Background: an optimization exercise with open tools, aiming at small area, a short achievable clock period and few clock cycles. Do not read the settings as production practice. In this exercise RTL edits were held to simulation tests only and were not proved equivalent to the original. Power and IR drop assume default switching activity.

Setup of run A:
// ll_ptr_mgr
module ll_ptr_mgr #(
    parameter int DATA_DEPTH = ll_pkg::DEF_DATA_DEPTH,
    parameter int DATA_WD    = ll_pkg::DEF_DATA_WD,
    parameter int NUM_LISTS  = ll_pkg::DEF_NUM_LISTS,
    localparam int PTR_WD    = $clog2(DATA_DEPTH),
    localparam int CNT_WD    = PTR_WD + 1,
    localparam int LID_WD    = (NUM_LISTS > 1) ? $clog2(NUM_LISTS) : 1
) (
    input  logic                        clk,
    input  logic                        reset_n,
    input  logic                        req_vld,
    output logic                        req_rdy,
    input  logic [2:0]                  req_op,
    input  logic [LID_WD-1:0]           req_list,
    input  logic [CNT_WD-1:0]           req_pos,
    input  logic [DATA_WD-1:0]          req_data,
    output logic                        resp_vld,
    input  logic                        resp_rdy,
    output logic [DATA_WD-1:0]          resp_data,
    output logic [1:0]                  resp_status,
    output logic [NUM_LISTS-1:0]        ll_empty,
    output logic [NUM_LISTS*CNT_WD-1:0] ll_size,
    output logic [CNT_WD-1:0]           free_cnt
);
    function automatic logic ge4(input logic [3:0] a, input logic [3:0] b);
        logic [3:0] g, e;
        g = a & ~b;
        e = ~(a ^ b);
        ge4 = g[3] | (e[3] & g[2]) | (e[3] & e[2] & g[1]) | (e[3] & e[2] & e[1] & (a[0] | ~b[0]));
    endfunction
    function automatic logic gt4(input logic [3:0] a, input logic [3:0] b);
        logic [3:0] g, e;
        g = a & ~b;
        e = ~(a ^ b);
        gt4 = g[3] | (e[3] & g[2]) | (e[3] & e[2] & g[1]) | (e[3] & e[2] & e[1] & g[0]);
    endfunction
    function automatic logic [3:0] inc4(input logic [3:0] a);
        inc4 = {a[3] ^ (a[2] & a[1] & a[0]), a[2] ^ (a[1] & a[0]), a[1] ^ a[0], ~a[0]};
    endfunction
    function automatic logic [3:0] dec4(input logic [3:0] a);
        dec4 = {a[3] ^ ~(a[2] | a[1] | a[0]), a[2] ^ ~(a[1] | a[0]), a[1] ^ ~a[0], ~a[0]};
    endfunction
    logic [DATA_DEPTH-1:0] vld_q;
    logic [LID_WD-1:0]     lid_q   [DATA_DEPTH];
    logic [PTR_WD-1:0]     rank_q  [DATA_DEPTH];
    logic [DATA_WD-1:0]    data_mem[DATA_DEPTH];
    logic [CNT_WD-1:0]     size_q  [NUM_LISTS];
  ...
Size in the first run: about 2,200 cells after synthesis.
==> flow/config.mk <==
export PLATFORM = sky130hd
export DESIGN_NAME = ll_ptr_mgr
export DESIGN_NICKNAME = ll_ptr_mgr
export VERILOG_FILES = /design/flow/design.v
export SDC_FILE = /design/flow/constraint.sdc
export NUM_CORES = 4
export LEC_CHECK = 0
export CAP_MARGIN = 20
export CORE_MARGIN = 2
export CORE_UTILIZATION = 60
export CTS_BUF_LIST = sky130_fd_sc_hd__clkbuf_8
export CTS_CLUSTER_SIZE = 30
export SETUP_SLACK_MARGIN = 3.0
export SLEW_MARGIN = 20
==> flow/constraint.sdc <==
create_clock -name core_clock -period 6.0 [get_ports {clk}]
set_input_delay 1.2000 -clock core_clock [delete_from_list [all_inputs] [get_ports {clk}]]
set_output_delay 1.2000 -clock core_clock [all_outputs]
set_load 0.01 [all_outputs]
run.sh (not shown) runs the stock make flow with config.mk's settings and CLKGATE_MAP_FILE= SYNTH_SCRIPT=/design/flow/synth_recipe.tcl, a recipe that flattens the netlist after the stock synthesis.
Testbench counts of run A, summed over its fixed seeds: cycles 4,808.
--- input diff run A..run B ---
diff --git a/flow/config.mk b/flow/config.mk
--- a/flow/config.mk
+++ b/flow/config.mk
@@ -8,7 +8,5 @@
 export CAP_MARGIN = 20
 export CORE_MARGIN = 2
-export CORE_UTILIZATION = 60
-export CTS_BUF_LIST = sky130_fd_sc_hd__clkbuf_8
-export CTS_CLUSTER_SIZE = 30
+export CORE_UTILIZATION = 40
 export SETUP_SLACK_MARGIN = 3.0
 export SLEW_MARGIN = 20
[summary]
Core utilization: run B lower than run A. In terms of final setup slack of the worst path, run A and run B differ only marginally. Design internal power grows by a little under 10% when moving from run A to run B. Relative to run A, run B improves via count of the routed design. Delta (run B minus run A): layout inverter count without the clock tree went up, post-route clock period utilization did not really move. Cell count along the critical path ended up 2 higher on run B than on run A. In the flow results for run A and run B, the hold slack is larger on run B. The clock period minus final worst setup slack of run B and that of run A are within noise of each other.
The following lists how run C was set up differently from run B:
diff --git a/flow/config.mk b/flow/config.mk
--- a/flow/config.mk
+++ b/flow/config.mk
@@ -9,4 +9,4 @@
 export CORE_MARGIN = 2
 export CORE_UTILIZATION = 40
-export SETUP_SLACK_MARGIN = 3.0
+export SETUP_SLACK_MARGIN = 2.5
 export SLEW_MARGIN = 20
## What came out
Diff run B -> run C: worst-skew pair later-pin latency saw a decrease, count of fill cells added during filler insertion now larger, setup slack dropped 460 ps.
When run C is measured against run B, its maximum single-stage delay on the critical path turns out 20 ps higher.
Going from run B to run C, number of global-route vias before repair went down, routed wire length went down.

[afterwards: timing with drivers on the ports]
The flow's constraints put no driver on any port. The routed layouts listed below were extracted and timed again, unchanged, in two steps. Step 1: set_driving_cell puts a clkbuf_16 on clk and a buf_2 on each other input, an assumption about the parent block. Step 2 times the ports against the registers' clock, not the clock port: input delays grow and output delays shrink by t, the midpoint of the rising clock arrivals with the driver on. Slacks: ideal / step 1 / step 2; pairs: ideal / step 1.
run	shift t [ns]	slack for setup (ns)	worst setup path at the end	worst slew at a driven data input, ns
run A	0.771	2.877 / 2.904 / 2.133	input to register	0.09
run B	0.688	2.876 / 2.881 / 2.212	input to register	0.13
run C	0.671	2.416 / 2.406 / 1.735	input to register	0.15
After both steps every run listed still meets setup and hold. For run A, which loses most, drivers alone change the setup slack by +0.027 ns; drivers and shift together by -0.744 ns.
